Context: an optimization exercise on an open-source flow, tuned for small area. The choices shown serve that exercise and are no tape-out recipe.
Function was checked by simulation only, so behaviour that the tests miss may differ from the original.
Power figures rest on the tool's default switching activity, not on a simulated workload. The clock port is modelled as an ideal driver; clocking choices that lean on that would not hold on a real chip.

**flow/flow/run.sh**
```bash
#!/bin/bash
# Own layout flow: the standard flow (standard.sh) with these changes:
#  - clock tree synthesis runs without dummy loads;
#  - the port buffers are the smallest buffer cell.
# Each tool's output goes to the ORFS logs under orfs/logs; make's own output to
# standard.log in this folder.
set -euo pipefail
W=$PWD
rm -rf "$W/scripts_own"
cp -r "$FLOW_HOME/scripts" "$W/scripts_own"
cp "$W/flow/abc_area.script" "$W/scripts_own/abc_area.script"
CTS="-sink_clustering_enable -repair_clock_nets -sink_clustering_size 30 -sink_clustering_max_diameter 80 -buf_list sky130_fd_sc_hd__clkbuf_16 -dont_use_dummy_load"
bash "$W/standard.sh" "SCRIPTS_DIR=$W/scripts_own" "CTS_ARGS=$CTS" \
    "BUFFER_PORTS_ARGS=-buffer_cell sky130_fd_sc_hd__buf_1" finish > "$W/standard.log" 2>&1
```
**flow/flow/abc_area.script**
```
strash
dch
map -a -B 0.9
amap
topo
stime -c
upsize -c
dnsize -c
```
**flow/standard.sh**
```bash
#!/bin/bash
# synth_recipe.tcl (not shown) runs the flow's synth.tcl, then flattens the netlist and writes it again
# the make line also repeats each setting of config.mk as NAME=value (left out here)
make -C /OpenROAD-flow-scripts/flow DESIGN_CONFIG=/design/flow/config.mk WORK_HOME=/design/flow/orfs CLKGATE_MAP_FILE= SYNTH_SCRIPT=/design/flow/synth_recipe.tcl "${@:-finish}"
```
**flow/config.mk**
```make
export PLATFORM = sky130hd
export DESIGN_NAME = sliding_window_maximum_core
export DESIGN_NICKNAME = sliding_window_maximum_core
export VERILOG_FILES = /design/flow/design.v
export SDC_FILE = /design/flow/constraint.sdc
export NUM_CORES = 4
export LEC_CHECK = 0
export ABC_AREA = 1
export CAP_MARGIN = 20
export CORE_MARGIN = 2
export CORE_UTILIZATION = 65
export CTS_BUF_LIST = sky130_fd_sc_hd__clkbuf_16
export CTS_CLUSTER_DIAMETER = 80
export CTS_CLUSTER_SIZE = 30
export GPL_TIMING_DRIVEN = 0
export SLEW_MARGIN = 20
```
**flow/constraint.sdc**
```tcl
create_clock -name core_clock -period 6.0 [get_ports {i_clk}]
set_input_delay 1.2000 -clock core_clock [delete_from_list [all_inputs] [get_ports {i_clk}]]
set_output_delay 1.2000 -clock core_clock [all_outputs]
set_load 0.01 [all_outputs]
```
**flow/design.v**
```verilog
package swm_pkg;
    localparam int WINDOW_MAX_DEF   = 64;
    localparam int SAMPLE_WIDTH_DEF = 16;
    localparam int CFG_W            = 7;
    localparam logic [CFG_W-1:0] WINDOW_RESET = CFG_W'(1);
endpackage
module sliding_window_maximum_core #(
    parameter int WINDOW_MAX   = swm_pkg::WINDOW_MAX_DEF,
    parameter int SAMPLE_WIDTH = swm_pkg::SAMPLE_WIDTH_DEF,
    parameter int TDATA_W      = ((SAMPLE_WIDTH + 7) / 8) * 8
) (
    input  logic                      i_clk,
    input  logic                      i_rst_n,
    input  logic                      i_s_tvalid,
    output logic                      o_s_tready,
    input  logic [TDATA_W-1:0]        i_s_tdata,    
    input  logic                      i_s_tuser,    
    output logic                      o_m_tvalid,
    input  logic                      i_m_tready,
    output logic [TDATA_W-1:0]        o_m_tdata,    
    input  logic                      i_cfg_we,
    input  logic [swm_pkg::CFG_W-1:0] i_cfg_wdata
);
    localparam int AGE_W = $clog2(WINDOW_MAX + 1);
    localparam int NS    = 63;                        
    localparam int GRP   = 4;                         
    localparam int NSEG  = 6;
    function automatic int seg_len(input int g);
        case (g)
            0:       seg_len = 28;
            1:       seg_len = 16;
            2:       seg_len = 8;
            3:       seg_len = 4;
            4:       seg_len = 2;
            default: seg_len = 1;
        endcase
    endfunction
    function automatic int seg_base(input int g);
        seg_base = GRP;
        for (int i = 0; i < g; i++) begin
            seg_base = seg_base + seg_len(i);
        end
    endfunction
    logic [AGE_W-1:0]               r_k;            
    logic [AGE_W-1:0]               cfg_k;
    logic [AGE_W-1:0]               r_fill;
    logic [AGE_W-1:0]               n_fill;
    logic [AGE_W-1:0]               fill_base;
    logic [AGE_W-1:0]               win_k;
    logic                           r_out_valid;
    logic [SAMPLE_WIDTH-1:0]        r_out;
    logic                           accept;
    logic                           advance;
    logic                           emit;
    logic [SAMPLE_WIDTH-1:0]        sample;
    logic [SAMPLE_WIDTH-1:0]        r_s  [NS];      
    logic [SAMPLE_WIDTH-1:0]        n_s  [NS];
    logic [SAMPLE_WIDTH-1:0]        r_m;            
    logic [SAMPLE_WIDTH-1:0]        chain [NSEG+1];  
    logic [NSEG-1:0]                seg_on;         
    logic [NSEG-1:0]                cfg_seg;
    logic [SAMPLE_WIDTH-1:0]        m01;
    logic [SAMPLE_WIDTH-1:0]        m012;
    logic                           c10;            
    logic                           c20;            
    logic                           c21;            
    logic [SAMPLE_WIDTH-1:0]        m_new;          
    logic [SAMPLE_WIDTH-1:0]        m_old;          
    logic                           has_new;
    logic                           has_old;
    logic                           x_gt_new;
    logic                           x_gt_old;
    logic                           new_gt_old;
    logic [SAMPLE_WIDTH-1:0]        result;
    function automatic logic gt_s(input logic [SAMPLE_WIDTH-1:0] a,
                                  input logic [SAMPLE_WIDTH-1:0] b);
        logic [SAMPLE_WIDTH-1:0] ua, ub;
        logic c_lo, c_hi, p_hi;
        ua = {!a[SAMPLE_WIDTH-1], a[SAMPLE_WIDTH-2:0]};
        ub = {!b[SAMPLE_WIDTH-1], b[SAMPLE_WIDTH-2:0]};
        c_lo = 1'b0;
        c_hi = 1'b0;
        p_hi = 1'b1;
        for (int i = 0; i < SAMPLE_WIDTH / 2; i++) begin
            c_lo = (ua[i] & !ub[i]) | (c_lo & (ua[i] | !ub[i]));
        end
        for (int i = SAMPLE_WIDTH / 2; i < SAMPLE_WIDTH; i++) begin
            c_hi = (ua[i] & !ub[i]) | (c_hi & (ua[i] | !ub[i]));
            p_hi = p_hi & (ua[i] | !ub[i]);
        end
        gt_s = c_hi | (p_hi & c_lo);
    endfunction
    assign o_s_tready = !r_out_valid || i_m_tready;
    assign accept     = i_s_tvalid && o_s_tready;
    assign advance    = accept && !i_cfg_we;
    assign sample     = i_s_tdata[SAMPLE_WIDTH-1:0];
    function automatic logic [NSEG-1:0] seg_dec(input logic [AGE_W-1:0] k);
        logic [AGE_W-1:0] span;
        logic [NSEG-1:0]  on;
        on = '0;
        if (k >= AGE_W'(GRP + 1)) begin
            span  = k - AGE_W'(GRP + 1);
            on[0] = (span >= AGE_W'(28));
            if (on[0]) begin
                span = span - AGE_W'(28);
            end
            on[1] = span[4];
            on[2] = span[3];
            on[3] = span[2];
            on[4] = span[1];
            on[5] = span[0];
        end
        seg_dec = on;
    endfunction
    always_comb begin
        if (i_cfg_wdata == '0) begin
            cfg_k = AGE_W'(1);
        end else if (32'(i_cfg_wdata) > 32'(WINDOW_MAX)) begin
            cfg_k = AGE_W'(WINDOW_MAX);
        end else begin
            cfg_k = AGE_W'(i_cfg_wdata);
        end
        cfg_seg = seg_dec(cfg_k);
    end
    assign win_k = r_k;
    always_comb begin
        fill_base = i_s_tuser ? '0 : r_fill;
        n_fill    = (32'(fill_base) < 32'(WINDOW_MAX)) ? fill_base + 1'b1 : fill_base;
        emit      = (n_fill >= win_k);
    end
    always_comb begin
        c10  = gt_s(r_s[1], r_s[0]);
        c20  = gt_s(r_s[2], r_s[0]);
        c21  = gt_s(r_s[2], r_s[1]);
        m01  = c10 ? r_s[1] : r_s[0];
        if (c20 && c21) begin
            m012 = r_s[2];
        end else begin
            m012 = m01;
        end
        case (win_k)
            AGE_W'(2): m_new = r_s[0];
            AGE_W'(3): m_new = m01;
            AGE_W'(4): m_new = m012;
            default:   m_new = r_m;
        endcase
        has_new = (win_k >= AGE_W'(2));
    end
    always_comb begin
        chain[0] = r_s[GRP-1];
        for (int g = 0; g < NSEG; g++) begin
            chain[g+1] = seg_on[g] ? r_s[seg_base(g) + seg_len(g) - 1] : chain[g];
        end
        n_s[0] = sample;
        for (int p = 1; p < GRP; p++) begin
            n_s[p] = r_s[p-1];
        end
        for (int g = 0; g < NSEG; g++) begin
            n_s[seg_base(g)] = chain[g];
            for (int j = 1; j < seg_len(g); j++) begin
                if ((j - 1) % GRP == 0) begin
                    n_s[seg_base(g) + j] = gt_s(r_m, r_s[seg_base(g) + j - 1]) ?
                                           r_m : r_s[seg_base(g) + j - 1];
                end else begin
                    n_s[seg_base(g) + j] = r_s[seg_base(g) + j - 1];
                end
            end
        end
        m_old   = chain[NSEG];
        has_old = (win_k >= AGE_W'(GRP + 1));
    end
    always_comb begin
        x_gt_new   = !has_new || gt_s(sample, m_new);
        x_gt_old   = !has_old || gt_s(sample, m_old);
        new_gt_old = !has_old || gt_s(m_new, m_old);
        if (x_gt_new && x_gt_old) begin
            result = sample;
        end else if (new_gt_old && !x_gt_new) begin
            result = m_new;
        end else begin
            result = m_old;
        end
    end
    always_ff @(posedge i_clk) begin
        if (accept) begin
            for (int p = 0; p < NS; p++) begin
                r_s[p] <= n_s[p];
            end
            r_m <= gt_s(sample, m012) ? sample : m012;
        end
    end
    always_ff @(posedge i_clk) begin
        if (!i_rst_n) begin
            r_k         <= AGE_W'(swm_pkg::WINDOW_RESET);
            seg_on      <= seg_dec(AGE_W'(swm_pkg::WINDOW_RESET));
            r_fill      <= '0;
            r_out_valid <= 1'b0;
        end else begin
            if (i_cfg_we) begin
                r_k      <= cfg_k;
                seg_on   <= cfg_seg;
                r_fill   <= '0;
            end else if (accept) begin
                r_fill <= n_fill;
            end
            if (advance && emit) begin
                r_out_valid <= 1'b1;
            end else if (i_m_tready) begin
                r_out_valid <= 1'b0;
            end
        end
    end
    always_ff @(posedge i_clk) begin
        if (advance && emit) begin
            r_out <= result;
        end
    end
    assign o_m_tvalid = r_out_valid;
    assign o_m_tdata  = TDATA_W'(r_out);
endmodule
```
==> results of run 1 <==
-- registers in the layout (all words and copies together), names as in the netlist --
signal,cells
r_s,1008
r_out_valid,1
r_fill,7
r_out,16
seg_on,6
r_m,16
r_k,7
-- stage by stage --
step,setup TNS [ns],std cells,hold slack [ns]
2_1_floorplan,0,2739,0.400
3_3_place_gp,-907.82,3631,0.400
3_5_place_dp,0,3661,0.405
4_1_cts,0,3705,0.400
5_1_grt,0,3719,0.398
6_report,0,3720,0.399
-- power by group through the flow --
stage,combinational (mW),clock [mW],sequential (mW)
after floorplan,1.91,0,10.0
after global placement,2.72,0,10.3
after detailed placement,3.02,0,10.2
after CTS,3.04,3.42,10.1
after global routing,3.41,3.65,10.1
final,3.16,3.35,10.1
-- cells in the mapped netlist, types with 17 or more instances --
cell type / count / share of area [%]
nand2_1: 170 / 1.6
a22o_1: 18 / 0.38
dfxtp_1: 21 / 1.0
a222oi_1: 44 / 1.1
clkinv_1: 320 / 2.9
o221ai_1: 84 / 1.8
o32ai_1: 24 / 0.51
o21ai_0: 143 / 1.7
nor2_1: 223 / 2.0
o21ai_1: 24 / 0.29
a21oi_1: 90 / 1.1
nand3_1: 17 / 0.21
edfxtp_1: 1040 / 76
o22ai_1: 242 / 3.7
a22oi_1: 109 / 2.0
-- how the worst max path moves through the flow --
stage | end | cells after the start
global route | r_m[12] | 24
floorplan | r_fill[1] | 5
CTS | r_out[7] | 24
finish | r_m[11] | 24
global placement | r_s[11][2] | 5
detailed placement | r_out[0] | 24
-- layout make-up --
| cell class | count | area, sq um | area share (%) |
|---|---|---|---|
| repair inverters | 1 | 5.00 | 0.0113 |
| clock buffers | 44 | 1100 | 2.49 |
| repair buffers | 89 | 838 | 1.90 |
| well taps | 846 | 1060 | 2.40 |
| multi-input cells | 1346 | 8190 | 18.5 |
| diodes | 1 | 2.50 | 0.00567 |
| flip-flops and latches | 1061 | 31700 | 71.7 |
| inverters | 332 | 1320 | 2.99 |
-- metal layers --
layer / GRT usage [%] / wire length [um]
met1: 43.9 / 39300
met2: 43.1 / 42200
met3: 5.22 / 9860
met4: 10.0 / 3450
met5: 0 / 33
-- critical path, delay by kind of cell, from the launching register on --
family,cells,cell delay (ns)
AOI/OAI and AO/OA,12,2.13
buffers and inverters,4,1.01
DFF,1,0.49
and+or+nand+nor,8,1.74
-- cell families (layout without fill, tap and decap cells) --
logic type      Yosys count  in the layout  synth area share (%)
flops                  1061           1061                  77.2
xor+xnor                  1              1                0.0214
compound gates          870            870                  14.6
other cells               0              1                     0
simple gates            464            464                  4.73
fa+ha+maj                11             11                 0.336
buf+inv                 332            466                  3.08
-- timing repair --
item	4_1_cts	5_1_grt
buffers inserted	0	11
gates resized for setup	0	22
setup endpoints to repair	0	31
==> results.json, run 1 <==
{
  "status": "complete, no violations",
  "power_frac_seq_pct": 60.7,
  "wl_um": 94900,
  "final_cell_mix": "1040 x edfxtp_1, 300 x clkinv_1, 241 x o22ai_1",
  "syn_nets": 2779,
  "io_buffers": 46,
  "power_frac_comb_pct": 19.1,
  "setup_viol": 0,
  "r2r_end": "r_m[11]",
  "synth_flop_cell": "edfxtp_1",
  "p_int_mw": 11.9,
  "path_common_cell": "o221ai_1",
  "htree_num_levels": 2,
  "post_drt_wl_per_cell_um": 25.5,
  "finalWeightedCongestion": 0.874,
  "slew_headroom_pct": 26.0,
  "cts_hold_buf": 0,
  "placed_cell_area_sq_um": 42900,
  "area.growth.synth_to_final_pct": 7.77,
  "drc_errors": 0,
  "vdd_drop_max_v": 0.000305,
  "start_util_pct": 65.3,
  "ys_seq_area_share_pct": 77.2,
  "die_area_sq_um": 65100,
  "worst-r2r-setup-slack_ns": 0.42,
  "startpoint_type": "flop",
  "clk_pin_slew_ns": 0.10,
  "hold_path_depth": 0,
  "vias": 25000,
  "setup_slack_ns": 0.420,
  "rsz0062_at_grt": "no",
  "slowest_stage": "or4_1",
  "die_y_um": 255,
  "layout-drive-gt1-share_pct": 5.33,
  "design_area_sq_um": 44200,
  "firstDrtPassIters": 9,
  "drt-vias-per-instance": 6.71,
  "yosysWarnings": 4,
  "hp-class": "flop to flop",
  "finalClockSkew_ns": 0.0504,
  "cap_violations": 0,
  "numCtsBuffers": 44,
  "final_nets": 2915,
  "layout_min_cycle_time_ns": 5.58,
  "clock_latency_ns": 0.62,
  "worstPathMaxFanout": 16,
  "io_pins": 47,
  "final_common_cell": "edfxtp_1",
  "die_w_um": 255,
  "dr.first_iter.drc_count": 3906,
  "cts_buffer_depth": 3,
  "dp_slack_ns": 0.101,
  "fmax_mhz": 179,
  "grt_pass1_vias": 23000,
  "endpoint_kind": "flop",
  "async_flop_share_pct": 0,
  "coreArea_sq_um": 62700,
  "worst_pin_slew_ns": 1.11,
  "leakage_nw": 14.4,
  "fin_crit_sh_pct": 93.0,
  "grt_pass1_wl_um": 139000,
  "power_mw": 16.6,
  "switching_power_mw": 4.71,
  "cts_tree": "done",
  "post-route-util_pct": 70.4,
  "rows": 92,
  "antenna_found_initial": 4,
  "grt_max_degree": 243,
  "hpwl_um": 62000,
  "slowest_delay_ns": 0.54,
  "ys_ff_latch": 1061,
  "avgSynthCellArea_sq_um": 15.0,
  "hold_viol": 0,
  "r2r_start": "r_s[0][1]",
  "netlist_area_sq_um": 41000,
  "groute.usage.overall_pct": 29.0,
  "cts_sinks": 1061,
  "synth.distinct_cells": 61,
  "switching_share_pct": 28.4,
  "fillers": 3998,
  "min_from": "r_s[57][3]",
  "clk_root_buffer_cell": "clkbuf_16",
  "ff2ff_path_depth": 24,
  "arrival_ns": 6.01,
  "hold_end": "r_s[58][3]",
  "crit_start": "r_s[0][1]",
  "grt-ovfl-total": 0,
  "critical_path_required_ns": 6.43,
  "synth_edf_count": 1040,
  "drtAntennaViolNets": 0,
  "slew_violations": 0,
  "crit_chain": "inv_2, nor2_1, nor3b_1, a221o_1, o221ai_1, o211ai_1, o221ai_1, o221ai_1, o221ai_1, o21a_2, nor4_4, buf_4, nor2_8, inv_4, a22oi_1, o22ai_1, nor2_1, or4_1, or3_1, nor3_1, a21oi_1, o21ai_2, clkinvlp_4, o22ai_1",
  "postSynthCellCount": 2739,
  "p_per_area_nw_per_um2": 375,
  "worstSetupPathType": "flop to flop",
  "p_clk_share_pct": 20.2
}
==> run 2, diff against run 1 <==
--- a/flow/design.v
+++ b/flow/design.v
@@ -57,4 +57,6 @@
     logic [SAMPLE_WIDTH-1:0]        n_s  [NS];
     logic [SAMPLE_WIDTH-1:0]        r_m;            
+    logic [SAMPLE_WIDTH-1:0]        m_prev;         
+    logic                           only_x;         
     logic [SAMPLE_WIDTH-1:0]        chain [NSEG+1];  
     logic [NSEG-1:0]                seg_on;         
@@ -140,9 +142,10 @@
         end
         case (win_k)
-            AGE_W'(2): m_new = r_s[0];
-            AGE_W'(3): m_new = m01;
-            AGE_W'(4): m_new = m012;
-            default:   m_new = r_m;
+            AGE_W'(3): m_prev = r_s[0];
+            AGE_W'(4): m_prev = m01;
+            default:   m_prev = m012;
         endcase
+        only_x = (win_k <= AGE_W'(2));
+        m_new  = r_m;
         has_new = (win_k >= AGE_W'(2));
     end
@@ -187,5 +190,5 @@
                 r_s[p] <= n_s[p];
             end
-            r_m <= gt_s(sample, m012) ? sample : m012;
+            r_m <= (only_x || gt_s(sample, m_prev)) ? sample : m_prev;
         end
     end
==> flow/flow/abc_area.script (replaced) <==
strash
dc2
dch -f
amap
topo
stime -c
upsize -c
dnsize -c
--- a/flow/config.mk
+++ b/flow/config.mk
@@ -14,3 +14,4 @@
 export CTS_CLUSTER_SIZE = 30
 export GPL_TIMING_DRIVEN = 0
+export SETUP_SLACK_MARGIN = 0.1
 export SLEW_MARGIN = 20
==> results.json, run 2 <==
{
  "status": "complete, no violations",
  "start_util_pct": 65.7,
  "grt_use_met2_pct": 44.2,
  "drtAntennaViolNets": 0,
  "finalClockSkew_ns": 0.0543,
  "endpoint": "r_m[11]",
  "crit_start": "r_s[0][1]",
  "hold_viol": 0,
  "slew_headroom_pct": 27.7,
  "p_per_area_nw_per_um2": 363,
  "top_register": "r_s",
  "fmax_mhz": 175,
  "cts_sinks": 1061,
  "drt-vias-per-instance": 6.85,
  "grt-busiest-layer": "met2",
  "grt_pass1_vias": 22600,
  "use_met3_pct": 4.57,
  "ys_seq_area_share_pct": 78.2,
  "placed_cell_area_sq_um": 42300,
  "rsz0062_at_grt": "yes",
  "setup_viol": 0,
  "worstSetupPathType": "flop to flop",
  "vdd_drop_max_v": 0.000256,
  "syn_nets": 2643,
  "synth_edf_count": 1040,
  "synth.distinct_cells": 60,
  "path_common_cell": "a221oi_2",
  "clk_root_buffer_cell": "clkbuf_16",
  "netlist_area_sq_um": 40500,
  "switching_share_pct": 27.2,
  "die_y_um": 254,
  "p_int_mw": 11.5,
  "grt_max_degree": 213,
  "groute.usage.overall_pct": 28.7,
  "dr.first_iter.drc_count": 3480,
  "r2r_end": "r_m[11]",
  "largest_reg_flops": 1008,
  "final_common_cell": "edfxtp_1",
  "met1_usage_pct": 42.1,
  "fin_crit_sh_pct": 95.2,
  "worstPathMaxFanout": 5,
  "wl_um": 92900,
  "io_buffers": 46,
  "yosysWarnings": 4,
  "layout-drive-gt1-share_pct": 6.27,
  "antenna_found_initial": 0,
  "hp-class": "flop to flop",
  "vias": 24500,
  "arrival_ns": 6.02,
  "area.growth.synth_to_final_pct": 8.06,
  "r2r_start": "r_s[0][1]",
  "power_frac_seq_pct": 61.8,
  "switching_power_mw": 4.31,
  "design_area_sq_um": 43700,
  "clk_pin_slew_ns": 0.11,
  "die_area_sq_um": 64300,
  "avgSynthCellArea_sq_um": 15.5,
  "cts_tree": "done",
  "worst_pin_slew_ns": 1.08,
  "finalWeightedCongestion": 0.916,
  "numCtsBuffers": 44,
  "hold_ws_ns": 0.389,
  "postSynthCellCount": 2603,
  "power_mw": 15.9,
  "startpoint_type": "flop",
  "grt-ovfl-total": 0,
  "final_nets": 2786,
  "yosysMostFrequentCell": "edfxtp_1",
  "leakage_nw": 14.3,
  "cts_hold_buf": 0,
  "io_pins": 47,
  "cap_violations": 0,
  "synth_flop_cell": "edfxtp_1",
  "slowest_stage": "edfxtp_1",
  "p_clk_share_pct": 21.2,
  "largest_registers": "r_s (1008), r_m (16), r_out (16)",
  "die_w_um": 254,
  "endpoint_kind": "flop",
  "firstDrtPassIters": 6,
  "clock_latency_ns": 0.63,
  "slew_violations": 0,
  "post-route-util_pct": 71.0,
  "ys_top_cells_by_area": "edfxtp_1 77%, o22ai_1 4.7%, clkinv_1 2.8%",
  "hpwl_um": 58600,
  "yosysTopAreaCellShare_pct": 77.2,
  "post_drt_wl_per_cell_um": 25.9,
  "grt_pass1_wl_um": 136000,
  "final_cell_mix": "1040 x edfxtp_1, 298 x o22ai_1, 283 x clkinv_1",
  "worst-r2r-setup-slack_ns": 0.29,
  "ff2ff_path_depth": 34,
  "rows": 91,
  "htree_num_levels": 2,
  "power_frac_comb_pct": 16.9,
  "layout_min_cycle_time_ns": 5.71,
  "synth_top_area_cell": "edfxtp_1",
  "coreArea_sq_um": 61600,
  "num_antenna_cells": 0,
  "ys_ff_latch": 1061,
  "cts_buffer_depth": 3,
  "ys_top_cells_by_count": "1040 x edfxtp_1, 303 x clkinv_1, 301 x o22ai_1",
  "async_flop_share_pct": 0,
  "drc_errors": 0,
  "critical_path_required_ns": 6.31,
  "slowest_delay_ns": 0.50
}
run 2: changes by cell type after synthesis, moves of 46 or more:
cell	change
a221oi_1	+68
a22o_1	+63
a22oi_1	-56
nand2_1	-62
nor2_1	-57
o21ai_0	-46
o221ai_1	-58
o22ai_1	+59
run 2: cells by family after synthesis:
group / synth area share [%]
compound gates: 14.8
fa+ha+maj: 0.340
buf+inv: 2.97
flops: 78.2
simple gates: 3.64
run 2: worst min-delay path by stage:
stage,depth (start not counted),to,startpoint,slack (ns)
6_report,0,r_s[7][9],r_s[6][9],0.39
5_1_grt,0,r_s[7][9],r_s[6][9],0.40
4_1_cts,0,r_s[51][11],r_s[50][11],0.40
3_5_place_dp,0,r_s[11][11],r_s[10][11],0.40
3_3_place_gp,0,r_s[27][8],r_s[26][8],0.40
2_1_floorplan,0,r_s[10][0],r_s[9][0],0.40
run 2: through the flow:
stage               std cells   TNS, ns  worst slack [ns]
finish                   3581         0             0.291
global route             3581         0            0.0309
CTS                      3565         0             0.129
detailed placement       3515         0            0.0246
global placement         3486  -1208.06             -1.22
floorplan                2603         0             0.285
run 2: critical path, delay by kind of cell (launching register included):
kind / cells / cell delay, ns
flops: 1 / 0.50
simple gates: 5 / 0.82
compound gates: 25 / 3.52
buf+inv: 4 / 0.59
run 2: cell type report:
| type | instances | area [sq um] |
|---|---|---|
| clock buffer | 44 | 1100 |
| timing repair inverter | 1 | 5.00 |
| fill | 3917 | 17900 |
| tap | 837 | 1050 |
| multi-input combinational | 1224 | 7750 |
| sequential | 1061 | 31700 |
| inverter | 318 | 1280 |
| timing repair buffer | 96 | 890 |
run 2: timing repair:
action	in CTS	in global routing
endpoints found under the setup margin	14	33
gates cloned	0	1
pin swaps	3	15
buffers inserted	6	15
gates resized for setup	1	33
hold endpoints to repair	0	0
run 2: routing by layer:
layer	vias to the layer above	wire (um)	share of wire, %
li1	10700	-	-
met1	12100	38000	41
met2	1423	42800	46
met3	250	8340	9.0
met4	0	3710	4.0
met5	-	0	0
run 2: power groups by stage:
stage	logic [mW]	registers (mW)	clock network [mW]
after detailed placement	2.53	9.95	0
after CTS	2.56	9.80	3.43
after global placement	2.24	10.1	0
after global routing	2.88	9.88	3.64
final	2.68	9.80	3.37
after floorplan	1.59	9.85	0
==> run 3, diff against run 2 <==
--- a/flow/config.mk
+++ b/flow/config.mk
@@ -9,5 +9,5 @@
 export CAP_MARGIN = 20
 export CORE_MARGIN = 2
-export CORE_UTILIZATION = 65
+export CORE_UTILIZATION = 75
 export CTS_BUF_LIST = sky130_fd_sc_hd__clkbuf_16
 export CTS_CLUSTER_DIAMETER = 80
==> results.json, run 3 <==
{
  "io_buffers": 46,
  "slew_violations": 0,
  "grt_pass1_vias": 23900,
  "switching_share_pct": 27.7,
  "grt_pass1_wl_um": 144000,
  "netlist_area_sq_um": 40500,
  "cts_tree": "done",
  "hold_ws_ns": 0.400,
  "cts_buffer_depth": 3,
  "cap_violations": 0,
  "hp-class": "flop to flop",
  "yosysMostFrequentCell": "edfxtp_1",
  "rows": 85,
  "p_per_area_nw_per_um2": 366,
  "syn_nets": 2643,
  "top_register": "r_s",
  "status": "complete, no violations",
  "rsz0062_at_grt": "yes",
  "endpoint_kind": "flop",
  "drtAntennaViolNets": 0,
  "startpoint_type": "flop",
  "p_clk_share_pct": 20.9,
  "dp.cells": 3374,
  "largest_reg_flops": 1008,
  "ys_seq_area_share_pct": 78.2,
  "final_nets": 2794,
  "start_util_pct": 75.5,
  "numCtsBuffers": 43,
  "final_common_cell": "edfxtp_1",
  "grt_max_degree": 203,
  "async_flop_share_pct": 0,
  "die_w_um": 236,
  "finalWeightedCongestion": 0.901,
  "finalClockSkew_ns": 0.0793,
  "firstDrtPassIters": 9,
  "yosysWarnings": 4,
  "instances_no_fill": 3449,
  "leakage_nw": 14.4,
  "setup_viol": 0,
  "area.growth.synth_to_final_pct": 7.92,
  "drc_errors": 0,
  "path_common_cell": "a221oi_2",
  "dr.first_iter.drc_count": 4175,
  "power_frac_comb_pct": 17.6,
  "ys_top_cells_by_count": "1040 x edfxtp_1, 303 x clkinv_1, 301 x o22ai_1",
  "clk_root_buffer_cell": "clkbuf_16",
  "antenna_found_initial": 5,
  "final_cell_mix": "1040 x edfxtp_1, 292 x o22ai_1, 284 x clkinv_1",
  "io_pins": 47,
  "clock_latency_ns": 0.65,
  "worstPathMaxFanout": 7,
  "power_mw": 16.0,
  "ys_ff_latch": 1061,
  "p_int_mw": 11.6,
  "layout-drive-gt1-share_pct": 6.72,
  "critical_path_required_ns": 6.31,
  "synth_edf_count": 1040,
  "setup_slack_ns": 0.192,
  "cts_hold_buf": 0,
  "avgSynthCellArea_sq_um": 15.5,
  "fin_crit_sh_pct": 96.8,
  "layout_min_cycle_time_ns": 5.81,
  "hold_viol": 0,
  "worst_pin_slew_ns": 1.23,
  "path_delay_family": "compound AO/OA/AOI/OAI gates",
  "coreArea_sq_um": 53600,
  "arrival_ns": 6.12,
  "cts_sinks": 1061,
  "largest_registers": "r_s (1008), r_m (16), r_out (16)",
  "synth_flop_cell": "edfxtp_1",
  "wl_um": 98500,
  "vdd_drop_max_v": 0.000293,
  "worstSetupPathType": "flop to flop",
  "path_buf_inv": 6,
  "yosysTopAreaCellShare_pct": 77.2,
  "hpwl_um": 61000,
  "ys_top_cells_by_area": "edfxtp_1 77%, o22ai_1 4.7%, clkinv_1 2.8%",
  "postSynthCellCount": 2603,
  "power_frac_seq_pct": 61.5,
  "htree_num_levels": 2,
  "dp_slack_ns": -0.288,
  "synth.distinct_cells": 60,
  "slowest_delay_ns": 0.48,
  "vias": 25600,
  "die_area_sq_um": 55800,
  "drt-vias-per-instance": 7.41,
  "slowest_stage": "edfxtp_1",
  "grt-ovfl-total": 0,
  "synth_top_area_cell": "edfxtp_1",
  "switching_power_mw": 4.43,
  "slew_headroom_pct": 18.1,
  "clk_pin_slew_ns": 0.11,
  "groute.usage.overall_pct": 34.9,
  "post_drt_wl_per_cell_um": 28.6,
  "fmax_mhz": 172,
  "post-route-util_pct": 81.5,
  "fillers": 2617,
  "die_y_um": 236
}
==> run 3: cell counts after synthesis <==
No cell type changed its count.
==> run 3: per-stage QoR <==
step	setup TNS, ns	instance area (sq um)
3_3_place_gp	-992.50	41500
3_5_place_dp	-3.86	42100
2_1_floorplan	0	40500
5_1_grt	-2.17	43700
6_report	0	43700
4_1_cts	0	43300
==> run 3: timing repair <==
| item | CTS | global route |
|---|---|---|
| resized for setup | 11 | 33 |
| setup buffers | 10 | 19 |
| endpoints found under the setup margin | 25 | 32 |
| gates cloned | 1 | 1 |
| pin swaps | 10 | 17 |
==> run 3: kinds of logic (layout without fill, tap and decap cells) <==
logic type,after synthesis,after routing,synth area share (%)
adder cells (fa/ha/maj),11,11,0.340
AO/OA/AOI/OAI,872,872,14.8
buffers and inverters,318,467,2.97
flip-flops,1061,1061,78.2
other,0,1,0
AND/OR/NAND/NOR,341,341,3.64
==> run 3: path summary, 6_finish.rpt <==
kind | from | to | slack (ns) | cells past startpoint
min reg2reg | r_s[10][2] | r_s[11][2] | 0.40 | 0
max | r_s[0][1] | r_m[13] | 0.19 | 37
max reg2reg | r_s[0][1] | r_m[13] | 0.19 | 37
min | r_s[10][2] | r_s[11][2] | 0.40 | 0
==> run 3: area by class of cell <==
class	count	area, sq um	area share (%)
diodes	1	2.50	0.00573
clock buffers	43	1080	2.46
inverters	318	1270	2.91
multi-input cells	1224	7780	17.8
flip-flops and latches	1061	31700	72.5
well taps	696	871	1.99
repair buffers	105	1010	2.31
repair inverters	1	7.51	0.0172
==> run 3: per-layer routing <==
metal,track usage [%],share of wire [%],wire length [um]
met5,0,0.031,31
met1,48.9,35,34700
met4,18.4,6.1,6060
met2,53.5,46,45400
met3,6.87,13,12400
==> run 3: worst register-to-register path, delay by kind of cell, from the launching register on <==
kind	cells	cell delay, ns
flops	1	0.48
compound gates	24	3.13
buf+inv	6	0.80
simple gates	7	1.12
==> run 3: power by group through the flow <==
stage	sequential (mW)	clock (mW)	combinational [mW]
final	9.84	3.34	2.82
after global routing	9.90	3.56	2.96
after CTS	9.83	3.34	2.62
after detailed placement	9.98	0	2.56
after global placement	10.1	0	2.21
after floorplan	9.85	0	1.59
==> run 4, diff against run 3 <==
==> flow/flow/abc_area.script (replaced) <==
strash
dc2
dch -f
amap -m -F 20 -A 20
topo
stime -c
upsize -c
dnsize -c
--- a/flow/config.mk
+++ b/flow/config.mk
@@ -9,5 +9,5 @@
 export CAP_MARGIN = 20
 export CORE_MARGIN = 2
-export CORE_UTILIZATION = 75
+export CORE_UTILIZATION = 70
 export CTS_BUF_LIST = sky130_fd_sc_hd__clkbuf_16
 export CTS_CLUSTER_DIAMETER = 80
==> results.json, run 4 <==
{
  "final_common_cell": "edfxtp_1",
  "arrival_ns": 6.18,
  "fmax_mhz": 170,
  "leakage_nw": 14.4,
  "wl_um": 92100,
  "hp-class": "flop to flop",
  "dr.first_iter.drc_count": 3984,
  "worst-r2r-setup-slack_ns": 0.12,
  "clk_pin_slew_ns": 0.11,
  "worstPathMaxFanout": 22,
  "layout_min_cycle_time_ns": 5.88,
  "drc_errors": 0,
  "p_clk_share_pct": 21.0,
  "setup_viol": 0,
  "synth_edf_count": 1040,
  "p_per_area_nw_per_um2": 363,
  "slew_violations": 0,
  "synth_top_area_cell": "edfxtp_1",
  "cts_sinks": 1061,
  "worst_pin_slew_ns": 1.29,
  "yosysTopAreaCellShare_pct": 77.4,
  "fin_setup_tns_ns": 0,
  "grt-ovfl-total": 0,
  "r2r_start": "r_m[2]",
  "io_pins": 47,
  "top_register": "r_s",
  "ff2ff_path_depth": 20,
  "cts_hold_buf": 0,
  "synth_flop_cell": "edfxtp_1",
  "worstSetupPathType": "flop to flop",
  "startpoint_type": "flop",
  "postSynthCellCount": 2572,
  "placed_cell_area_sq_um": 42200,
  "cts_tree": "done",
  "final_cell_mix": "1040 x edfxtp_1, 279 x o22ai_1, 251 x clkinv_1",
  "clock_latency_ns": 0.62,
  "min_from": "r_s[53][10]",
  "critical_path_required_ns": 6.30,
  "switching_share_pct": 26.9,
  "rows": 88,
  "groute.usage.overall_pct": 30.6,
  "clk_root_buffer_cell": "clkbuf_16",
  "ys_ff_latch": 1061,
  "synth.distinct_cells": 51,
  "cap_violations": 0,
  "p_int_mw": 11.5,
  "ys_top_cells_by_area": "edfxtp_1 77%, o22ai_1 4.3%, clkinv_1 2.5%",
  "die_w_um": 244,
  "fin_crit_sh_pct": 98.0,
  "largest_reg_flops": 1008,
  "antenna_found_initial": 0,
  "design_area_sq_um": 43500,
  "drtAntennaViolNets": 0,
  "largest_registers": "r_s (1008), r_m (16), r_out (16)",
  "firstDrtPassIters": 7,
  "rsz0062_at_grt": "yes",
  "layout-drive-gt1-share_pct": 5.28,
  "grt_max_degree": 231,
  "numCtsBuffers": 43,
  "switching_power_mw": 4.23,
  "finalWeightedCongestion": 0.902,
  "drt-vias-per-instance": 7.05,
  "start_util_pct": 70.4,
  "vias": 24500,
  "endpoint_kind": "flop",
  "ys_seq_area_share_pct": 78.4,
  "r2r_end": "r_out[14]",
  "vdd_drop_max_v": 0.000305,
  "cts_buffer_depth": 3,
  "die_y_um": 244,
  "post_drt_wl_per_cell_um": 26.5,
  "syn_nets": 2612,
  "slowest_delay_ns": 1.20,
  "grt_pass1_vias": 22700,
  "hpwl_um": 59400,
  "fillers": 3282,
  "dp_slack_ns": 0.350,
  "post-route-util_pct": 75.8,
  "netlist_area_sq_um": 40400,
  "area.growth.synth_to_final_pct": 7.70,
  "yosysMostFrequentCell": "edfxtp_1",
  "num_antenna_cells": 0,
  "slowest_stage": "edfxtp_1",
  "finalClockSkew_ns": 0.0730,
  "power_frac_seq_pct": 62.6,
  "power_frac_comb_pct": 16.4,
  "avgSynthCellArea_sq_um": 15.7,
  "ys_top_cells_by_count": "1040 x edfxtp_1, 280 x o22ai_1, 267 x clkinv_1",
  "die_area_sq_um": 59600,
  "coreArea_sq_um": 57400,
  "yosysWarnings": 4,
  "crit_chain": "clkinv_2, o22ai_1, o22ai_1, o21ai_0, o221ai_1, o221ai_1, o21ai_1, a21oi_1, a221oi_1, a21oi_1, nor2_1, a211oi_1, a211oi_1, or3b_1, o21ai_0, a21o_1, o21ai_0, a21oi_1, or2_2, mux2_2",
  "hold_viol": 0,
  "htree_num_levels": 2,
  "slew_headroom_pct": 14.3,
  "status": "complete, no violations",
  "setup_slack_ns": 0.122,
  "async_flop_share_pct": 0,
  "crit_start": "r_m[2]",
  "endpoint": "r_out[14]",
  "final_nets": 2748,
  "grt_pass1_wl_um": 136000,
  "io_buffers": 46
}
[run 4: cell types whose count changed after synthesis, moves of 19 or more]
cell	delta
o221ai_1	+46
nor2_1	-37
a21oi_1	-24
o22ai_1	-21
a221oi_1	-68
a31oi_1	-19
a222oi_1	+30
o21ai_1	+23
o21ai_0	+33
nand2_1	+45
clkinv_1	-36
[run 4: power by group through the flow]
stage          combinational, mW  clock [mW]  sequential (mW)
6_report                    2.59        3.31             9.86
5_1_grt                     2.78        3.60             9.93
2_1_floorplan               1.58           0             9.84
3_5_place_dp                2.46           0             10.0
3_3_place_gp                2.20           0             10.1
4_1_cts                     2.48        3.36             9.86
[run 4: worst min-delay path by stage]
stage / endpoint / slack, ns / cells past startpoint
after floorplan: r_s[10][0] / 0.40 / 0
after global placement: r_s[39][15] / 0.40 / 0
after detailed placement: r_s[11][14] / 0.40 / 0
after CTS: r_s[54][10] / 0.40 / 0
after global routing: r_s[54][10] / 0.41 / 0
final: r_s[54][10] / 0.40 / 0
[run 4: layer usage]
metal  vias to the layer above  share of wire (%)  GRT usage, %
met3                       301                 11          4.76
met5                         -                  0             0
met4                         0                5.3          14.3
met1                     11900                 38          44.3
met2                      1698                 46          47.0
li1                      10600                  -             -
[run 4: cell type report]
type	instances	area (sq um)	area share, %
sequential	1061	31700	72.8
multi-input combinational	1236	7780	17.9
inverter	279	1090	2.51
clock buffer	43	1080	2.48
tap	765	957	2.20
timing repair buffer	87	912	2.10
[run 4: timing repair]
action | 4_1_cts | 5_1_grt
setup endpoints to repair | 0 | 15
gates resized for setup | 0 | 10
setup buffers | 0 | 9
[run 4: stage by stage]
step                instances  total power [mW]  hold WS, ns
floorplan                2572              11.4        0.400
global placement         3383              12.3        0.400
detailed placement       3413              12.5        0.405
CTS                      3456              15.7        0.403
global route             3471              16.3        0.410
finish                   3471              15.8        0.404
[run 4: critical path: cells and delay by family (launching register included)]
family	cells	cell delay, ns
muxes	1	0.39
AOI/OAI and AO/OA	15	2.29
and+or+nand+nor	3	0.86
DFF	1	1.20
buffers and inverters	1	0.80
[run 4: kinds of logic (layout without fill, tap and decap cells)]
family | after synthesis | in the layout | share of synthesized area [%]
muxes | 17 | 17 | 0.474
AOI/OAI and AO/OA | 855 | 859 | 14.5
and+or+nand+nor | 349 | 349 | 3.67
buffers and inverters | 279 | 409 | 2.59
adders and majority gates | 11 | 11 | 0.341
DFF | 1061 | 1061 | 78.4
==> run 5, diff against run 4 <==
==> flow/flow/abc_area.script (replaced) <==
strash
dc2
dch -f
amap
topo
stime -c
upsize -c
dnsize -c
--- a/flow/config.mk
+++ b/flow/config.mk
@@ -14,4 +14,3 @@
 export CTS_CLUSTER_SIZE = 30
 export GPL_TIMING_DRIVEN = 0
-export SETUP_SLACK_MARGIN = 0.1
 export SLEW_MARGIN = 20
==> results.json, run 5 <==
{
  "status": "complete, no violations",
  "finalClockSkew_ns": 0.0569,
  "layout_min_cycle_time_ns": 5.72,
  "io_buffers": 46,
  "worstSetupPathType": "flop to flop",
  "leakage_nw": 14.3,
  "slowest_delay_ns": 0.49,
  "groute.usage.overall_pct": 31.3,
  "slew_violations": 0,
  "synth_edf_count": 1040,
  "clk_root_buffer_cell": "clkbuf_16",
  "cts_buffer_depth": 3,
  "fmax_mhz": 175,
  "largest_registers": "r_s (1008), r_m (16), r_out (16)",
  "post-route-util_pct": 75.9,
  "avgSynthCellArea_sq_um": 15.5,
  "vdd_drop_max_v": 0.000299,
  "grt-ovfl-total": 0,
  "yosysMostFrequentCell": "edfxtp_1",
  "top_register": "r_s",
  "htree_num_levels": 2,
  "rsz0062_at_grt": "yes",
  "dr.first_iter.drc_count": 3714,
  "drtAntennaViolNets": 0,
  "ys_seq_area_share_pct": 78.2,
  "cts_tree": "done",
  "synth_top_area_cell": "edfxtp_1",
  "netlist_area_sq_um": 40500,
  "fin_crit_sh_pct": 95.3,
  "path_common_cell": "a221oi_2",
  "drt-vias-per-instance": 7.04,
  "ys_top_cells_by_area": "edfxtp_1 77%, o22ai_1 4.7%, clkinv_1 2.8%",
  "wl_um": 94300,
  "vias": 24700,
  "worst_pin_slew_ns": 1.18,
  "numCtsBuffers": 44,
  "ys_ff_latch": 1061,
  "ys_top_cells_by_count": "1040 x edfxtp_1, 303 x clkinv_1, 301 x o22ai_1",
  "die_y_um": 244,
  "syn_nets": 2643,
  "hold_viol": 0,
  "drc_errors": 0,
  "layout-drive-gt1-share_pct": 5.91,
  "die_area_sq_um": 59700,
  "area.growth.synth_to_final_pct": 7.78,
  "arrival_ns": 6.08,
  "firstDrtPassIters": 8,
  "finalWeightedCongestion": 0.923,
  "post_drt_wl_per_cell_um": 26.9,
  "final_nets": 2783,
  "grt_pass1_vias": 23000,
  "clk_pin_slew_ns": 0.11,
  "hp-class": "flop to flop",
  "dp.cells": 3443,
  "largest_reg_flops": 1008,
  "clock_latency_ns": 0.62,
  "async_flop_share_pct": 0,
  "worstPathMaxFanout": 8,
  "start_util_pct": 70.4,
  "slew_headroom_pct": 21.4,
  "antenna_found_initial": 7,
  "final_cell_mix": "1040 x edfxtp_1, 298 x o22ai_1, 284 x clkinv_1",
  "yosysTopAreaCellShare_pct": 77.2,
  "hpwl_um": 59600,
  "slowest_stage": "edfxtp_1",
  "critical_path_required_ns": 6.36,
  "final_common_cell": "edfxtp_1",
  "cap_violations": 0,
  "rows": 88,
  "synth.distinct_cells": 60,
  "grt_pass1_wl_um": 138000,
  "io_pins": 47,
  "p_per_area_nw_per_um2": 364,
  "cts_sinks": 1061,
  "setup_viol": 0,
  "instances_no_fill": 3509,
  "startpoint_type": "flop",
  "die_w_um": 244,
  "synth_flop_cell": "edfxtp_1",
  "grt_max_degree": 230,
  "postSynthCellCount": 2603,
  "coreArea_sq_um": 57500,
  "endpoint_kind": "flop",
  "yosysWarnings": 4,
  "power_mw": 15.9
}
## run 5: changes by cell type in the layout (fill, tap and decap cells not counted), sizes merged, moves of 17 or more
cell	previous run	this run
o221ai	73	26
o22ai	280	301
clkinv	267	298
a221oi	8	78
a31oi	4	23
nand2	153	109
a21oi	74	98
a222oi	47	17
o21ai	168	108
mux2	17	0
a211oi	4	22
nor2	132	167
## run 5: cell type report
class,instances,area [sq um]
flip-flops and latches,1061,31700
diodes,3,7.51
well taps,765,957
clock buffers,44,1100
fillers,3302,13900
multi-input cells,1224,7750
inverters,318,1260
repair buffers,94,885
## run 5: logic make-up after synthesis
| group | share of synthesized area (%) |
|---|---|
| AOI/OAI and AO/OA | 14.8 |
| buffers and inverters | 2.97 |
| adders and majority gates | 0.340 |
| DFF | 78.2 |
| and+or+nand+nor | 3.64 |
## run 5: layer usage
layer / GRT usage (%) / routed length, um
met1: 44.7 / 35900
met2: 48.0 / 43400
met3: 5.50 / 10000
met4: 14.7 / 4880
met5: 0 / 55
## run 5: repair_timing
item,in CTS,in global routing
hold buffers,0,0
setup endpoints to repair,6,32
gates cloned,0,1
buffers inserted,3,13
hold endpoints to repair,0,0
pin swaps,2,15
gates resized for setup,0,28
## run 5: report_power, final
group          switching [mW]  total, mW  leakage (nW)  internal [mW]
combinational            1.84       2.69          3.36          0.847
sequential              0.443       9.82          10.4           9.38
clock                    2.04       3.36         0.542           1.32
total                    4.32       15.9          14.3           11.5
## run 5: worst max-delay path, delay by kind of cell (launching register included)
kind / cells / cell delay [ns]
AO/OA/AOI/OAI: 25 / 3.64
AND/OR/NAND/NOR: 5 / 0.78
flip-flops: 1 / 0.49
buffers and inverters: 4 / 0.55
## run 5: metrics by stage
| step | worst slack, ns | setup TNS (ns) | hold WS (ns) | cell area (sq um) |
|---|---|---|---|---|
| 6_report | 0.280 | 0 | 0.398 | 43600 |
| 5_1_grt | -0.0450 | -0.344 | 0.413 | 43600 |
| 4_1_cts | 0.0549 | 0 | 0.402 | 43300 |
| 3_5_place_dp | 0.0419 | 0 | 0.405 | 42200 |
| 3_3_place_gp | -1.14 | -1091.17 | 0.400 | 41600 |
| 2_1_floorplan | 0.285 | 0 | 0.400 | 40500 |
## run 5: final timing paths
check | startpoint | endpoint | slack [ns] | depth (start not counted)
max | r_s[0][1] | r_m[7] | 0.28 | 34
min | r_s[49][6] | r_s[50][6] | 0.40 | 0
max reg2reg | r_s[0][1] | r_m[7] | 0.28 | 34
min reg2reg | r_s[49][6] | r_s[50][6] | 0.40 | 0
==> run 6, diff against run 5 <==
--- a/flow/flow/run.sh
+++ b/flow/flow/run.sh
@@ -10,5 +10,5 @@
 cp -r "$FLOW_HOME/scripts" "$W/scripts_own"
 cp "$W/flow/abc_area.script" "$W/scripts_own/abc_area.script"
-CTS="-sink_clustering_enable -repair_clock_nets -sink_clustering_size 30 -sink_clustering_max_diameter 80 -buf_list sky130_fd_sc_hd__clkbuf_16 -dont_use_dummy_load"
+CTS="-sink_clustering_enable -repair_clock_nets -sink_clustering_size 34 -sink_clustering_max_diameter 80 -buf_list sky130_fd_sc_hd__clkbuf_16 -dont_use_dummy_load"
 bash "$W/standard.sh" "SCRIPTS_DIR=$W/scripts_own" "CTS_ARGS=$CTS" \
     "BUFFER_PORTS_ARGS=-buffer_cell sky130_fd_sc_hd__buf_1" finish > "$W/standard.log" 2>&1
==> flow/flow/abc_area.script (replaced) <==
strash
dc2
dch -f
amap -m -F 20 -A 20
topo
stime -c
upsize -c
dnsize -c
--- a/flow/config.mk
+++ b/flow/config.mk
@@ -12,5 +12,6 @@
 export CTS_BUF_LIST = sky130_fd_sc_hd__clkbuf_16
 export CTS_CLUSTER_DIAMETER = 80
-export CTS_CLUSTER_SIZE = 30
+export CTS_CLUSTER_SIZE = 34
 export GPL_TIMING_DRIVEN = 0
+export SETUP_SLACK_MARGIN = 0.1
 export SLEW_MARGIN = 20
==> results.json, run 6 <==
{
  "status": "complete, no violations",
  "leakage_nw": 14.4,
  "avgSynthCellArea_sq_um": 15.7,
  "die_area_sq_um": 59600,
  "cts_buffer_depth": 3,
  "die_w_um": 244,
  "worst-r2r-setup-slack_ns": 0.30,
  "clk_pin_slew_ns": 0.11,
  "multi_input_area_sq_um": 7800,
  "wl_um": 92700,
  "firstDrtPassIters": 9,
  "layout_min_cycle_time_ns": 5.70,
  "finalClockSkew_ns": 0.0781,
  "largest_registers": "r_s (1008), r_m (16), r_out (16)",
  "groute.usage.overall_pct": 30.7,
  "synth_top_area_cell": "edfxtp_1",
  "endpoint_kind": "flop",
  "synth_edf_count": 1040,
  "synth_flop_cell": "edfxtp_1",
  "fin_crit_sh_pct": 95.1,
  "placed_cell_area_sq_um": 42200,
  "io_buffers": 46,
  "finalWeightedCongestion": 0.902,
  "min_from": "r_s[11][2]",
  "drt-vias-per-instance": 7.07,
  "ff2ff_path_depth": 28,
  "largest_reg_flops": 1008,
  "slew_violations": 0,
  "ys_top_cells_by_count": "1040 x edfxtp_1, 280 x o22ai_1, 267 x clkinv_1",
  "setup_viol": 0,
  "htree_num_levels": 2,
  "r2r_start": "r_s[0][1]",
  "syn_nets": 2612,
  "numCtsBuffers": 41,
  "async_flop_share_pct": 0,
  "postSynthCellCount": 2572,
  "worstPathMaxFanout": 8,
  "yosysMostFrequentCell": "edfxtp_1",
  "grt_pass1_vias": 22800,
  "clk_root_buffer_cell": "clkbuf_16",
  "grt-ovfl-total": 0,
  "netlist_area_sq_um": 40400,
  "antenna_found_initial": 0,
  "area.growth.synth_to_final_pct": 7.66,
  "hp-class": "flop to flop",
  "final_nets": 2749,
  "top_register": "r_s",
  "fmax_mhz": 175,
  "grt_max_degree": 231,
  "coreArea_sq_um": 57400,
  "rsz0062_at_grt": "no",
  "hold_path_depth": 0,
  "path_common_cell": "a222oi_1",
  "die_y_um": 244,
  "critical_path_required_ns": 6.45,
  "post_drt_wl_per_cell_um": 26.7,
  "layout-drive-gt1-share_pct": 5.36,
  "hold_viol": 0,
  "grt_pass1_wl_um": 136000,
  "start_util_pct": 70.4,
  "p_per_area_nw_per_um2": 362,
  "setup_slack_ns": 0.296,
  "io_pins": 47,
  "dp_slack_ns": 0.350,
  "slew_headroom_pct": 12.8,
  "slowest_delay_ns": 0.50,
  "cts_sinks": 1061,
  "instances_no_fill": 3472,
  "yosysWarnings": 4,
  "seqCellArea_sq_um": 31700,
  "worst_pin_slew_ns": 1.31,
  "dr.first_iter.drc_count": 3966,
  "cts_tree": "done",
  "fin_setup_tns_ns": 0,
  "ys_ff_latch": 1061,
  "slowest_stage": "a222oi_1",
  "rows": 88,
  "dp.cells": 3413,
  "final_cell_mix": "1040 x edfxtp_1, 279 x o22ai_1, 251 x clkinv_1",
  "ys_top_cells_by_area": "edfxtp_1 77%, o22ai_1 4.3%, clkinv_1 2.5%",
  "drtAntennaViolNets": 0,
  "num_antenna_cells": 0,
  "synth.distinct_cells": 51,
  "design_area_sq_um": 43500,
  "r2r_end": "r_m[9]",
  "drc_errors": 0,
  "hold_end": "r_s[12][2]",
  "clock_latency_ns": 0.63,
  "yosysTopAreaCellShare_pct": 77.4,
  "ys_seq_area_share_pct": 78.4,
  "startpoint_type": "flop",
  "vias": 24500,
  "final_common_cell": "edfxtp_1",
  "hpwl_um": 59400,
  "fillers": 3279,
  "vdd_drop_max_v": 0.000279,
  "cap_violations": 0,
  "worstSetupPathType": "flop to flop",
  "arrival_ns": 6.15
}
==> run 6: per-stage QoR <==
| step | utilization, % | total power, mW | hold slack, ns |
|---|---|---|---|
| floorplan | - | 11.4 | 0.400 |
| global placement | 72.4 | 12.3 | 0.400 |
| detailed placement | 73.6 | 12.5 | 0.405 |
| CTS | 75.4 | 15.6 | 0.392 |
| global route | 75.8 | 16.2 | 0.391 |
| finish | 75.8 | 15.7 | 0.392 |
==> run 6: per-layer routing <==
metal	global-route usage, %	share of wire (%)	vias to the layer above
met5	0	0	-
met3	4.31	10	309
met1	44.3	38	12000
met4	15.2	5.1	0
met2	47.3	47	1605
li1	-	-	10600
==> run 6: worst max-delay path by stage <==
stage,to,from,slack (ns),depth (start not counted)
floorplan,r_m[0],i_m_tready,0.31,4
global placement,r_s[21][5],i_m_tready,-1.13,5
detailed placement,r_m[9],r_s[0][1],0.35,26
CTS,r_m[9],r_s[0][1],0.28,26
global route,r_m[14],r_s[0][1],0.02,28
finish,r_m[9],r_s[0][1],0.30,28
==> run 6: cells by family after synthesis <==
logic type               after synthesis  synth area share [%]
buffers and inverters                279                  2.59
flip-flops                          1061                  78.4
AO/OA/AOI/OAI                        855                  14.5
multiplexers                          17                 0.474
AND/OR/NAND/NOR                      349                  3.67
adder cells (fa/ha/maj)               11                 0.341
==> run 6: power breakdown <==
part           internal, mW  switching (mW)  total (mW)
Clock                  1.24            2.01        3.25
Sequential             9.38           0.476        9.85
Combinational         0.859            1.76        2.61
==> run 6: critical path, delay by kind of cell, from the launching register on <==
kind,cells,cell delay (ns)
muxes,1,0.33
buffers and inverters,2,0.24
DFF,1,0.45
AOI/OAI and AO/OA,20,3.35
and+or+nand+nor,5,1.17
==> run 6: area by class of cell <==
| class | count | area share [%] |
|---|---|---|
| well taps | 765 | 2.20 |
| repair buffers | 90 | 2.15 |
| flip-flops and latches | 1061 | 72.8 |
| clock buffers | 41 | 2.36 |
| multi-input cells | 1236 | 17.9 |
| inverters | 279 | 2.51 |
==> run 6: repair_timing <==
| item | in CTS | in global routing |
|---|---|---|
| resized for setup | 0 | 10 |
| endpoints found under the setup margin | 0 | 17 |
| buffers inserted | 0 | 11 |
| hold buffers | 0 | 0 |
==> run 7, diff against run 6 <==
--- a/flow/design.v
+++ b/flow/design.v
@@ -75,4 +75,17 @@
     logic                           new_gt_old;
     logic [SAMPLE_WIDTH-1:0]        result;
+    function automatic logic gt_r(input logic [SAMPLE_WIDTH-1:0] a,
+                                  input logic [SAMPLE_WIDTH-1:0] b);
+        logic c;
+        c = 1'b0;
+        for (int i = 0; i < SAMPLE_WIDTH; i++) begin
+            if (i == SAMPLE_WIDTH - 1) begin
+                c = (!a[i] & b[i]) | (c & (!a[i] | b[i]));
+            end else begin
+                c = (a[i] & !b[i]) | (c & (a[i] | !b[i]));
+            end
+        end
+        gt_r = c;
+    endfunction
     function automatic logic gt_s(input logic [SAMPLE_WIDTH-1:0] a,
                                   input logic [SAMPLE_WIDTH-1:0] b);
@@ -163,5 +176,5 @@
             for (int j = 1; j < seg_len(g); j++) begin
                 if ((j - 1) % GRP == 0) begin
-                    n_s[seg_base(g) + j] = gt_s(r_m, r_s[seg_base(g) + j - 1]) ?
+                    n_s[seg_base(g) + j] = gt_r(r_m, r_s[seg_base(g) + j - 1]) ?
                                            r_m : r_s[seg_base(g) + j - 1];
                 end else begin
--- a/flow/flow/run.sh
+++ b/flow/flow/run.sh
@@ -10,5 +10,5 @@
 cp -r "$FLOW_HOME/scripts" "$W/scripts_own"
 cp "$W/flow/abc_area.script" "$W/scripts_own/abc_area.script"
-CTS="-sink_clustering_enable -repair_clock_nets -sink_clustering_size 34 -sink_clustering_max_diameter 80 -buf_list sky130_fd_sc_hd__clkbuf_16 -dont_use_dummy_load"
+CTS="-sink_clustering_enable -repair_clock_nets -sink_clustering_size 30 -sink_clustering_max_diameter 80 -buf_list sky130_fd_sc_hd__clkbuf_16 -dont_use_dummy_load"
 bash "$W/standard.sh" "SCRIPTS_DIR=$W/scripts_own" "CTS_ARGS=$CTS" \
     "BUFFER_PORTS_ARGS=-buffer_cell sky130_fd_sc_hd__buf_1" finish > "$W/standard.log" 2>&1
--- a/flow/config.mk
+++ b/flow/config.mk
@@ -12,5 +12,5 @@
 export CTS_BUF_LIST = sky130_fd_sc_hd__clkbuf_16
 export CTS_CLUSTER_DIAMETER = 80
-export CTS_CLUSTER_SIZE = 34
+export CTS_CLUSTER_SIZE = 30
 export GPL_TIMING_DRIVEN = 0
 export SETUP_SLACK_MARGIN = 0.1
==> results.json, run 7 <==
{
  "post_drt_wl_per_cell_um": 22.0,
  "design_area_sq_um": 43000,
  "fin_crit_sh_pct": 94.9,
  "leakage_nw": 14.5,
  "grt_pass1_wl_um": 118000,
  "io_pins": 47,
  "clock_latency_ns": 0.62,
  "slowest_delay_ns": 0.94,
  "numCtsBuffers": 43,
  "ff2ff_path_depth": 19,
  "clk_pin_slew_ns": 0.11,
  "rows": 87,
  "postSynthCellCount": 2624,
  "firstDrtPassIters": 8,
  "hold_viol": 0,
  "synth_compound_gate_area_share_pct": 14.5,
  "p_per_area_nw_per_um2": 359,
  "fillers": 3323,
  "synth_top_area_cell": "edfxtp_1",
  "coreArea_sq_um": 56600,
  "ys_top_cells_by_area": "edfxtp_1 78%, a21oi_1 2.7%, o21ai_0 2.5%",
  "synthXorXnorAreaFrac_pct": 0,
  "synth_flop_cell": "edfxtp_1",
  "finalClockSkew_ns": 0.0639,
  "worst-r2r-setup-slack_ns": 0.31,
  "yosysMostFrequentCell": "edfxtp_1",
  "grt-ovfl-total": 0,
  "r2r_start": "seg_on[2]",
  "final_nets": 2783,
  "avgSynthCellArea_sq_um": 15.3,
  "worstPathMaxFanout": 24,
  "final_common_cell": "edfxtp_1",
  "hp-class": "flop to flop",
  "drtAntennaViolNets": 0,
  "clk_root_buffer_cell": "clkbuf_16",
  "hpwl_um": 48000,
  "worstSetupPathType": "flop to flop",
  "worst_pin_slew_ns": 1.08,
  "largest_registers": "r_s (1008), r_m (16), r_out (16)",
  "synth.distinct_cells": 59,
  "drc_errors": 0,
  "ys_seq_area_share_pct": 78.7,
  "syn_nets": 2664,
  "vdd_drop_max_v": 0.000309,
  "multi_input_area_sq_um": 8160,
  "synth_mux_area_share_pct": 0,
  "path_common_cell": "a22o_1",
  "layout-drive-gt1-share_pct": 4.74,
  "cap_violations": 0,
  "crit_start": "seg_on[2]",
  "vias": 23000,
  "synth_edf_count": 1040,
  "slew_headroom_pct": 27.9,
  "yosysTopAreaCellShare_pct": 77.7,
  "antenna_found_initial": 2,
  "crit_chain": "clkinv_2, a22o_1, a22o_1, a22o_1, o22ai_1, clkinv_1, o221ai_2, o221ai_1, o221ai_1, a222oi_1, or4_1, a22oi_1, nor2_1, a21oi_1, nor2_1, and2b_4, inv_4, a22oi_1, a21oi_1",
  "post-route-util_pct": 76.0,
  "wl_um": 77100,
  "grt_max_degree": 224,
  "finalWeightedCongestion": 0.898,
  "status": "complete, no violations",
  "r2r_end": "r_out[9]",
  "cts_hold_buf": 0,
  "endpoint": "r_out[9]",
  "seqCellArea_sq_um": 31700,
  "placed_cell_area_sq_um": 41800,
  "dr.first_iter.drc_count": 2826,
  "setup_slack_ns": 0.308,
  "startpoint_type": "flop",
  "cts_tree": "done",
  "grt_pass1_vias": 21700,
  "post_synth_and_or_nand_nor_area_fraction_pct": 5.10,
  "synth_adder_area_share_pct": 0.342,
  "groute.usage.overall_pct": 25.7,
  "die_w_um": 244,
  "layout_min_cycle_time_ns": 5.69,
  "start_util_pct": 71.0,
  "rsz0062_at_grt": "no",
  "final_cell_mix": "1040 x edfxtp_1, 253 x nor2_1, 225 x nand2_1",
  "setup_viol": 0,
  "die_area_sq_um": 59400,
  "area.growth.synth_to_final_pct": 6.98,
  "yosysWarnings": 4,
  "drt-vias-per-instance": 6.57,
  "cts_sinks": 1061,
  "endpoint_kind": "flop",
  "critical_path_required_ns": 6.29,
  "largest_reg_flops": 1008,
  "slew_violations": 0,
  "synth_top_family_by_area": "compound AO/OA/AOI/OAI gates",
  "async_flop_share_pct": 0,
  "die_y_um": 244,
  "cts_buffer_depth": 3,
  "dp_slack_ns": 0.0793,
  "fmax_mhz": 176,
  "top_register": "r_s",
  "arrival_ns": 5.99,
  "netlist_area_sq_um": 40200,
  "htree_num_levels": 2,
  "ys_top_cells_by_count": "1040 x edfxtp_1, 254 x nor2_1, 225 x nand2_1",
  "slowest_stage": "dfxtp_1",
  "io_buffers": 46,
  "ys_ff_latch": 1061
}
## run 7: cell types whose count changed after synthesis, sizes merged, moves of 34 or more
cell | before | now
nand2 | 153 | 225
a21oi | 74 | 216
nor2 | 132 | 258
o22ai | 280 | 106
o21ai | 164 | 225
clkinv | 267 | 132
o21bai | 0 | 34
## run 7: metal layers
layer	GRT usage, %	vias up	routed length [um]
met1	37.8	11400	32900
met4	7.57	0	1900
li1	-	10600	-
met5	0	-	0
met2	41.8	922	37600
met3	2.62	120	4710
## run 7: cells by family after synthesis
| family | after synthesis |
|---|---|
| buffers and inverters | 143 |
| AO/OA/AOI/OAI | 893 |
| adder cells (fa/ha/maj) | 11 |
| AND/OR/NAND/NOR | 516 |
| flip-flops | 1061 |
## run 7: worst min path at each step
stage	endpoint	from	depth (start not counted)
final	r_s[58][9]	r_s[57][9]	0
after global routing	r_s[58][9]	r_s[57][9]	0
after CTS	r_s[58][9]	r_s[57][9]	0
after detailed placement	r_s[11][0]	r_s[10][0]	0
after global placement	r_s[36][2]	r_s[35][2]	0
after floorplan	r_s[10][0]	r_s[9][0]	0
## run 7: area by class of cell
class,count,area share (%)
Inverter,143,1.38
Tap cell,756,2.20
Antenna cell,1,0.00582
Timing Repair Buffer,73,1.34
Multi-Input combinational cell,1421,19.0
Clock buffer,43,2.50
Sequential cell,1061,73.6
## run 7: repair_timing
action,CTS,global route
resized for setup,1,12
setup endpoints to repair,4,28
pin swaps,0,5
setup buffers,0,10
gates cloned,0,1
## run 7: critical path: cells and delay by family (launching register included)
kind / cells / cell delay (ns)
buffers and inverters: 3 / 0.93
and+or+nand+nor: 4 / 0.99
AOI/OAI and AO/OA: 12 / 2.52
DFF: 1 / 0.94
## run 7: per-stage QoR
| stage | hold WS [ns] | cells | TNS, ns | total power, mW |
|---|---|---|---|---|
| 2_1_floorplan | 0.400 | 2624 | 0 | 11.4 |
| 3_3_place_gp | 0.400 | 3426 | -1136.11 | 12.1 |
| 3_5_place_dp | 0.405 | 3443 | 0 | 12.2 |
| 4_1_cts | 0.380 | 3486 | 0 | 15.5 |
| 5_1_grt | 0.383 | 3497 | 0 | 16.1 |
| 6_report | 0.386 | 3498 | 0 | 15.5 |
## run 7: power breakdown
part	switching, mW	leakage [nW]	internal (mW)	total, mW
combinational	1.60	3.61	0.812	2.41
sequential	0.410	10.3	9.33	9.74
clock	2.01	0.530	1.29	3.30
total	4.01	14.5	11.4	15.5
==> run 8, diff against run 7 <==
--- a/flow/config.mk
+++ b/flow/config.mk
@@ -9,5 +9,5 @@
 export CAP_MARGIN = 20
 export CORE_MARGIN = 2
-export CORE_UTILIZATION = 70
+export CORE_UTILIZATION = 65
 export CTS_BUF_LIST = sky130_fd_sc_hd__clkbuf_16
 export CTS_CLUSTER_DIAMETER = 80
==> results.json, run 8 <==
{
  "dr.first_iter.drc_count": 2224,
  "layout-drive-gt1-share_pct": 5.75,
  "hpwl_um": 49900,
  "ff2ff_path_depth": 31,
  "cap_violations": 0,
  "largest_reg_flops": 1008,
  "grt_pass1_vias": 21600,
  "io_buffers": 46,
  "largest_registers": "r_s (1008), r_m (16), r_out (16)",
  "ys_seq_area_share_pct": 78.7,
  "vdd_drop_max_v": 0.000406,
  "hold_ws_ns": 0.410,
  "hold_end": "r_s[27][3]",
  "htree_num_levels": 2,
  "r2r_end": "r_m[8]",
  "clk_root_buffer_cell": "clkbuf_16",
  "synth_adder_area_share_pct": 0.342,
  "clk_pin_slew_ns": 0.11,
  "leakage_nw": 14.6,
  "synthXorXnorAreaFrac_pct": 0,
  "instances_no_fill": 3555,
  "finalClockSkew_ns": 0.0644,
  "worst_pin_slew_ns": 1.13,
  "grt_max_degree": 223,
  "status": "complete, no violations",
  "final_nets": 2806,
  "synth_edf_count": 1040,
  "ys_top_cells_by_area": "edfxtp_1 78%, a21oi_1 2.7%, o21ai_0 2.5%",
  "finalWeightedCongestion": 0.888,
  "drt-vias-per-instance": 6.38,
  "cts_buffer_depth": 3,
  "wl_um": 78800,
  "drc_errors": 0,
  "fin_setup_tns_ns": 0,
  "ys_ff_latch": 1061,
  "worstPathMaxFanout": 8,
  "synth_flop_cell": "edfxtp_1",
  "arrival_ns": 6.09,
  "vias": 22700,
  "yosysTopAreaCellShare_pct": 77.7,
  "hold_viol": 0,
  "netlist_area_sq_um": 40200,
  "die_y_um": 253,
  "synth_mux_area_share_pct": 0,
  "r2r_start": "r_s[0][1]",
  "min_from": "r_s[26][3]",
  "slowest_stage": "a222oi_1",
  "die_area_sq_um": 63800,
  "start_util_pct": 65.5
}
==> run 8: cell count changes in the layout (fill, tap and decap cells not counted), moves of 3 or more <==
cell / change
clkinv_2: -4
clkinv_1: +4
o21ai_0: -5
buf_4: +14
buf_6: +3
o21ai_1: +3
==> run 8: kinds of logic (layout without fill, tap and decap cells) <==
logic type	after synthesis	after routing
flops	1061	1061
compound gates	893	893
simple gates	516	519
buf+inv	143	280
fa+ha+maj	11	11
other cells	0	1
==> run 8: timing repair <==
item | 4_1_cts | 5_1_grt
buffers inserted | 11 | 14
gates cloned | 1 | 2
pin swaps | 13 | 19
gates resized for setup | 16 | 16
setup endpoints to repair | 17 | 27
hold buffers | 0 | 0
==> run 8: final cells by class <==
cell class | count | area (sq um) | area share, %
clock buffers | 45 | 1130 | 2.60
diodes | 1 | 2.50 | 0.00577
flip-flops and latches | 1061 | 31700 | 73.0
well taps | 790 | 988 | 2.28
inverters | 143 | 592 | 1.36
multi-input cells | 1423 | 8230 | 19.0
repair buffers | 92 | 768 | 1.77
==> run 8: metal layers <==
layer / track usage [%] / share of wire (%) / wire (um) / vias up
met5: 0 / 0 / 0 / -
met4: 5.14 / 2.0 / 1580 / 0
met3: 2.62 / 4.4 / 3430 / 107
met2: 41.8 / 51 / 40000 / 623
met1: 34.5 / 43 / 33900 / 11300
li1: - / - / - / 10600
==> run 8: critical path: cells and delay by family (launching register included) <==
family | cells | cell delay, ns
AOI/OAI and AO/OA | 22 | 3.82
and+or+nand+nor | 8 | 1.10
DFF | 1 | 0.46
buffers and inverters | 1 | 0.14
==> run 8: power by group <==
part / internal, mW / switching [mW]
Sequential: 9.33 / 0.403
Clock: 1.35 / 2.04
Combinational: 0.848 / 1.62
==> run 8: how the worst max path moves through the flow <==
| stage | from | endpoint | slack, ns | depth (start not counted) |
|---|---|---|---|---|
| final | r_s[0][1] | r_m[8] | 0.21 | 31 |
| after floorplan | i_m_tready | r_m[0] | 0.31 | 4 |
| after detailed placement | r_s[2][1] | r_m[12] | -0.29 | 34 |
| after global placement | i_m_tready | r_s[10][15] | -1.36 | 5 |
| after CTS | r_s[1][1] | r_m[4] | 0.10 | 34 |
| after global routing | r_s[2][1] | r_m[9] | -0.09 | 36 |
==> run 8: metrics by stage <==
| stage | area [sq um] | setup slack (ns) | util (%) | total power [mW] |
|---|---|---|---|---|
| after floorplan | 40200 | 0.309 | - | 11.4 |
| after global placement | 41400 | -1.36 | 67.4 | 12.1 |
| after detailed placement | 41800 | -0.288 | 68.2 | 12.3 |
| after CTS | 43100 | 0.103 | 70.3 | 15.6 |
| after global routing | 43400 | -0.0890 | 70.6 | 16.2 |
| final | 43400 | 0.212 | 70.7 | 15.6 |

Check on run 8: ideal ports give 0.212 ns setup slack; a clkbuf_16 on the clock port and buf_2 on the inputs give 0.212 ns; moving port delays by the midpoint clock arrival (0.650 ns) as well gives 0.212 ns.
